From an optimization exercise on the open Yosys and OpenROAD flow, aimed at small area and a short achievable clock period; shortcuts taken in it are not production practice.
Function was checked by simulation only, so behaviour that the tests miss may differ from the original.

**flow/design.v**
```verilog
module md_unit (
  input  logic        clk,
  input  logic        reset,
  input  logic        start,
  input  logic [2:0]  op,
  input  logic [31:0] a,
  input  logic [31:0] b,
  input  logic        mthi,
  input  logic        mtlo,
  output logic        busy,
  output logic        done,
  output logic [31:0] hi,
  output logic [31:0] lo
);
  logic        busy_q, done_q;
  logic [3:0]  cnt_q;
  logic [2:0]  op_q;
  logic        a31_q;
  logic        bprev_q;
  logic [31:0] b_q;      
  logic [32:0] ph_q;     
  logic [31:0] pl_q;     
  logic [31:0] hi_q, lo_q;
  wire is_div  = (op_q[2:1] == 2'b01);
  wire sgn     = ~op_q[0];
  wire is_acc  = op_q[2];
  wire is_sub  = op_q[2] & op_q[1];
  wire last    = (cnt_q == 4'd1);
  wire first_m = (cnt_q == 4'd5);
  wire first_d = (cnt_q == 4'd10);
  wire a_neg   = sgn & a31_q;
  wire b_neg   = sgn & b_q[31];
  wire b_zero  = (b_q == 32'd0);
  wire         neg_en = is_div & ((first_d & a_neg) | (last & (a_neg ^ b_neg) & ~b_zero));
  logic [31:0] neg_out;
  always_comb begin
    logic seen;
    seen = 1'b0;
    for (int i = 0; i < 32; i++) begin
      neg_out[i] = pl_q[i] ^ (neg_en & seen);
      seen = seen | pl_q[i];
    end
  end
  wire [32:0] mcand = {sgn & b_q[31], b_q};
  wire [7:0]  chunk = last ? {8{sgn & a31_q}} : pl_q[7:0];
  wire [8:0]  xb    = {chunk, bprev_q};
  wire        inv_r = is_div & last & a_neg;
  wire [32:0] pin   = (ph_q & {33{~(first_m & ~is_acc)}}) ^ {33{inv_r}};
  wire [31:0] acc_h = (last & is_acc & ~is_div) ? hi_q : 32'd0;
  logic [40:0] pp [4];
  logic        [40:0] cin_v;
  always_comb begin
    cin_v = '0;
    for (int k = 0; k < 4; k++) begin
      logic n, o, t;
      logic [33:0] mag;
      n = xb[2*k+2];
      o = xb[2*k+1] ^ xb[2*k];
      t = (xb[2*k+2] & ~xb[2*k+1] & ~xb[2*k]) | (~xb[2*k+2] & xb[2*k+1] & xb[2*k]);
      o = o & ~is_div;
      t = t & ~is_div;
      n = (n ^ is_sub) & ~is_div;
      mag = o ? {mcand[32], mcand} : (t ? {mcand, 1'b0} : 34'd0);
      mag = mag ^ {34{n}};
      pp[k] = {{7{mag[33]}}, mag} << (2 * k);
      cin_v[2*k] = n;
    end
    cin_v[0] = cin_v[0] | inv_r;
  end
  wire [40:0] xsum = {{8{pin[32]}}, pin} + pp[0] + pp[1] + pp[2] + pp[3] + cin_v + {9'd0, acc_h};
  logic [31:0] r_div, q_div;
  always_comb begin
    logic [32:0] x;
    logic [33:0] tr;
    logic [33:0] e;
    r_div = ph_q[31:0];
    q_div = pl_q;
    e = b_neg ? {{2{b_q[31]}}, b_q} : ~{2'b00, b_q};
    for (int k = 0; k < 4; k++) begin
      x  = {r_div, q_div[31]};
      tr = {1'b0, x} + e + {33'd0, ~b_neg};
      q_div = {q_div[30:0], ~tr[33]};
      r_div = tr[33] ? x[31:0] : tr[31:0];
    end
  end
  always_ff @(posedge clk) begin
    if (!busy_q) begin
      op_q    <= op;
      cnt_q   <= (op[2:1] == 2'b01) ? 4'd10 : 4'd5;
      a31_q   <= a[31];
      bprev_q <= 1'b0;
      b_q     <= b;
      ph_q    <= {1'b0, lo_q};
      pl_q    <= a;
    end else begin
      cnt_q <= cnt_q - 4'd1;
      if (is_div) begin
        if (first_d) begin
          ph_q <= '0;
          pl_q <= neg_out;
        end else begin
          ph_q <= {1'b0, r_div};
          pl_q <= q_div;
        end
      end else begin
        ph_q    <= xsum[40:8];
        pl_q    <= {xsum[7:0], pl_q[31:8]};
        bprev_q <= pl_q[7];
      end
    end
  end
  always_ff @(posedge clk or negedge reset) begin
    if (!reset) begin
      busy_q <= 1'b0;
      done_q <= 1'b0;
      hi_q   <= '0;
      lo_q   <= '0;
    end else begin
      done_q <= busy_q & last;
      if (!busy_q) begin
        busy_q <= start;
        if (!start) begin
          if (mthi) hi_q <= a;
          if (mtlo) lo_q <= a;
        end
      end else if (last) begin
        busy_q <= 1'b0;
        hi_q   <= xsum[31:0];
        lo_q   <= neg_out;
      end
    end
  end
  assign busy = busy_q;
  assign done = done_q;
  assign hi   = hi_q;
  assign lo   = lo_q;
endmodule
```
**flow/run.sh**
```bash
#!/bin/bash
# synth_recipe.tcl (not shown) runs the flow's synth.tcl, then flattens the netlist and writes it again
# the make line also repeats each setting of config.mk as NAME=value (left out here)
make -C /OpenROAD-flow-scripts/flow DESIGN_CONFIG=/design/flow/config.mk WORK_HOME=/design/flow/orfs CLKGATE_MAP_FILE= SYNTH_SCRIPT=/design/flow/synth_recipe.tcl finish
```
**flow/config.mk**
```make
export PLATFORM = sky130hd
export DESIGN_NAME = md_unit
export DESIGN_NICKNAME = md_unit
export VERILOG_FILES = /design/flow/design.v
export SDC_FILE = /design/flow/constraint.sdc
export NUM_CORES = 4
export LEC_CHECK = 0
export CAP_MARGIN = 20
export CORE_MARGIN = 2
export CORE_UTILIZATION = 40
export SLEW_MARGIN = 20
```
**flow/constraint.sdc**
```tcl
create_clock -name core_clock -period 80.0 [get_ports {clk}]
set_input_delay 16.0000 -clock core_clock [delete_from_list [all_inputs] [get_ports {clk}]]
set_output_delay 16.0000 -clock core_clock [all_outputs]
set_load 0.01 [all_outputs]
```
==> results.txt <==
flip-flops by register name, summed over array words and instances, names as in the netlist, 3 cells and up:
signal	cells
cnt_q	4
lo_q	32
b_q	32
pl_q	32
hi_q	32
ph_q	33
op_q	3
cells in the final DEF, fill, tap and decap left out, types with 49 or more instances in the layout:
master / count
a211oi_1: 61
a21o_1: 92
a21oi_1: 296
and3_1: 49
clkdlybuf4s50_1: 136
dfrtp_1: 65
dfxtp_1: 69
fa_1: 143
ha_1: 221
inv_1: 240
nand2_1: 479
nor2_1: 181
o21ai_0: 159
xnor2_1: 225
xor2_1: 147
routing by layer:
metal / GRT usage, % / share of wire (%) / routed length (um) / vias up
met4: 13.9 / 5.0 / 4950 / 0
met3: 3.96 / 7.9 / 7750 / 205
met1: 40.1 / 43 / 41800 / 11800
met5: 0 / 0 / 0 / -
met2: 45.4 / 45 / 43900 / 1106
li1: - / - / - / 11400
cells in the mapped netlist, drive strengths merged (69+ instances only):
cell type and n:
ha 221, a21oi 299, nor2 186, clkbuf 149, dfxtp 69, xnor2 225, xor2 147, inv 243
fa 143, a21o 92, nand2 481, o21ai 164
metrics by stage:
stage / hold slack (ps) / setup WS, ps
finish: 494 / 62090
CTS: 499 / 62080
global placement: 470 / 62190
detailed placement: 482 / 62160
global route: 527 / 62040
floorplan: 450 / 62880
area by class of cell:
cell class / instances / area, um^2
multi-input combinational: 2664 / 19900
inverter: 244 / 917
sequential: 172 / 4150
tap: 846 / 1060
antenna: 2 / 5.00
clock buffer: 20 / 468
clock inverter: 11 / 150
timing repair buffer: 177 / 1670
fill: 6311 / 34900
worst paths after layout:
kind                                  to  slack [ps]  cells after the start
worst max-delay path                busy       62090                      1
worst min-delay path            cnt_q[0]         490                      1
worst max register to register  ph_q[22]       63940                     43
worst min register to register  cnt_q[0]         490                      1
max in group asynchronous         busy_q       63630                      1
min in group asynchronous       hi_q[18]       15670                      1
kinds of logic after synthesis:
logic type / synth area share, %
other cells: 0.0146
flops: 16.2
buf+inv: 6.47
xor+xnor: 12.7
mux: 3.46
fa+ha+maj: 22.0
simple gates: 16.3
compound gates: 22.9
==> report_table.html <==
<table>
<tr><th>Metric</th><th>Value</th></tr>
<tr><th colspan="2">Run status</th></tr>
<tr><td>Outcome</td><td>complete, no violations</td></tr>
<tr><th colspan="2">STA</th></tr>
<tr><td>Achievable clock frequency</td><td>55.8 MHz</td></tr>
<tr><td>Final Hold Violating Endpoints</td><td>0</td></tr>
<tr><td>Slew Limit Fails</td><td>0</td></tr>
<tr><td>Unrepaired setup endpoints after global routing</td><td>false</td></tr>
<tr><td>Slew of the pin with the lowest slew margin</td><td>1190 ps</td></tr>
<tr><td>Relative slew margins</td><td>between 20% and 30%</td></tr>
<tr><td>Final TNS setup</td><td>0 ps</td></tr>
<tr><td>Minimum period implied by the final worst setup slack</td><td>approximately 18000 ps</td></tr>
<tr><td>Worst Clk Skew</td><td>roughly 24 ps</td></tr>
<tr><td>Final-report setup violation count</td><td>0</td></tr>
<tr><td>Share of the cycle needed by the critical path after routing</td><td>around 22%</td></tr>
<tr><th colspan="2">Global routing</th></tr>
<tr><td>Overall fraction of global-route tracks in use</td><td>29.3%</td></tr>
<tr><td>Final global-route overflow total</td><td>0</td></tr>
<tr><td>Wire length of the first global-routing pass</td><td>147 mm</td></tr>
<tr><td>Largest net degree at the start of global routing</td><td>71</td></tr>
<tr><td>Via count of the first global-routing pass</td><td>about 23000</td></tr>
<tr><td>Initial antenna violation count</td><td>1</td></tr>
<tr><th colspan="2">Logic synthesis</th></tr>
<tr><td>Cell taking the most area after synthesis</td><td>fa_1</td></tr>
<tr><td>Sequential element share of the synthesized area</td><td>16.2%</td></tr>
<tr><td>Total of warnings raised by yosys</td><td>2</td></tr>
<tr><td>Main synth FF type</td><td>dfxtp_1</td></tr>
<tr><td>Cell area after synthesis</td><td>25600 um^2</td></tr>
<tr><td>Top cell type's share of synthesized area</td><td>between 10% and 20%</td></tr>
<tr><td>Post-Syn Instances</td><td>around 3300</td></tr>
<tr><td>Leading cell types by total area after synthesis</td><td>fa_1 11%, ha_1 11%, xnor2_1 7.7%, nand2_1 7.0%, dfrtp_1 6.4%</td></tr>
<tr><td>Synth Area per Inst</td><td>~7.9 um^2</td></tr>
<tr><td>Distinct cells, synth</td><td>92</td></tr>
<tr><td>Number of synthesized register bits</td><td>172</td></tr>
<tr><td>Post-synth EDFFs</td><td>37</td></tr>
<tr><td>Ys async rst share</td><td>38.4%</td></tr>
<tr><th colspan="2">Finish</th></tr>
<tr><td>Final instance area</td><td>28300 um^2</td></tr>
<tr><td>Final Core Density</td><td>44.8%</td></tr>
<tr><td>Fraction of layout instances using a drive strength above 1</td><td>about 5.3%</td></tr>
<tr><td>Count of non-filler cells in the finished layout</td><td>4136</td></tr>
<tr><td>Synthesis-to-layout area growth</td><td>10.5%</td></tr>
<tr><td>Count of nets after finishing</td><td>roughly 3700</td></tr>
<tr><th colspan="2">Placement</th></tr>
<tr><td>Post-placement cell count</td><td>approximately 4100</td></tr>
<tr><td>Post-Place Cell Area</td><td>27700 um^2</td></tr>
<tr><td>DP Wirelength</td><td>approximately 77 mm</td></tr>
<tr><td>Total of buffers placed on input and output ports</td><td>approximately 140</td></tr>
<tr><td>Routability Congestion</td><td>about 1</td></tr>
<tr><th colspan="2">Drt</th></tr>
<tr><td>Vias</td><td>24500</td></tr>
<tr><td>Vias per cell</td><td>5.92</td></tr>
<tr><td>Average wire length per cell after detail routing</td><td>between 20 and 25 um</td></tr>
<tr><td>Detailed Route WL</td><td>98.4 mm</td></tr>
<tr><td>Remaining antenna violation count after routing</td><td>0</td></tr>
<tr><td>Drt first pass iters</td><td>6</td></tr>
<tr><td>Total DRC errors in the routed layout</td><td>0</td></tr>
<tr><td>DRC marker count from the first detailed-route iteration</td><td>2549</td></tr>
<tr><th colspan="2">CTS</th></tr>
<tr><td>Clk pin slew, worst setup/hold paths</td><td>80 ps</td></tr>
<tr><td>Post-CTS resize count</td><td>0</td></tr>
<tr><td>Root buffer selected by CTS</td><td>clkbuf_16</td></tr>
<tr><td>Post-CTS setup repair buffer count</td><td>0</td></tr>
<tr><td>Maximum level of the CTS H-tree</td><td>4</td></tr>
<tr><td>Inserted Clock Buffers</td><td>17</td></tr>
<tr><td>Hold-fix buffer count after cts</td><td>0</td></tr>
<tr><td>CTS tree</td><td>yes</td></tr>
<tr><td>Insertion delay to the later sink of the worst-skew pair</td><td>490 ps</td></tr>
<tr><td>Clock sink count</td><td>172</td></tr>
<tr><td>Maximum buffer depth of the clock tree</td><td>2</td></tr>
<tr><th colspan="2">Setup path</th></tr>
<tr><td>Worst setup path class</td><td>flop to output pin</td></tr>
<tr><td>Crit path max-delay family</td><td>flip-flops</td></tr>
<tr><td>Crit path required time</td><td>64000 ps</td></tr>
<tr><td>Kind of start point of the critical path</td><td>flop</td></tr>
<tr><td>Delay of the slowest cell on the worst path</td><td>a little under 800 ps</td></tr>
<tr><td>Origin of the worst setup path</td><td>busy_q</td></tr>
<tr><td>Cell with the biggest individual delay on the critical path</td><td>dfrtp_4</td></tr>
<tr><td>CP max FO</td><td>40</td></tr>
<tr><td>Arrival time at the worst endpoint</td><td>1910 ps</td></tr>
<tr><td>Critical Path, Cell by Cell</td><td>clkdlybuf4s50_1</td></tr>
<tr><td>Buffering stage count on the worst path with inverters included</td><td>1</td></tr>
<tr><td>Critical path endpoint category</td><td>output pin</td></tr>
<tr><td>R2r startpoint</td><td>op_q[0]</td></tr>
<tr><th colspan="2">Floorplan</th></tr>
<tr><td>Die outline area</td><td>66100 um^2</td></tr>
<tr><td>Die H</td><td>around 260 um</td></tr>
<tr><td>Number of core rows</td><td>between 90 and 100</td></tr>
<tr><td>Core Area</td><td>63200 um^2</td></tr>
<tr><td>Initial standard-cell utilization of the core</td><td>40.5%</td></tr>
<tr><td>Count of pins on the block boundary</td><td>138</td></tr>
<tr><td>Horiz. Die Dim</td><td>257 um</td></tr>
<tr><th colspan="2">Worst hold path</th></tr>
<tr><td>Path category of the worst min-delay check</td><td>flop to flop</td></tr>
<tr><td>Startpoint of the worst hold path</td><td>cnt_q[0]</td></tr>
<tr><th colspan="2">Job</th></tr>
<tr><td>Number of max-capacitance violations reported</td><td>0</td></tr>
</table>

[port drivers added, routing unchanged]
How much do the figures lean on ideal ports? The routed layout below was timed once more, with nothing changed but the port constraints.
Step 1 assumes that a clkbuf_16 drives the clock port and a buf_2 every other input.
Step 2, shift: input delay + t, output delay - t, t = (earliest + latest rising clock arrival at the registers) / 2. This alone moves slack from input paths to output paths.
Three values: ideal, step 1, step 2; two values: the first two.
t (ns): 0.529
setup WS [ns]: 62.090 / 62.035 / 62.140
worst setup path at the end: input to register
cell pins on the clock port's net: 1
After both steps setup and hold are still met in this run. For this run, drivers alone change the setup slack by -0.055 ns; drivers and shift together by +0.050 ns.
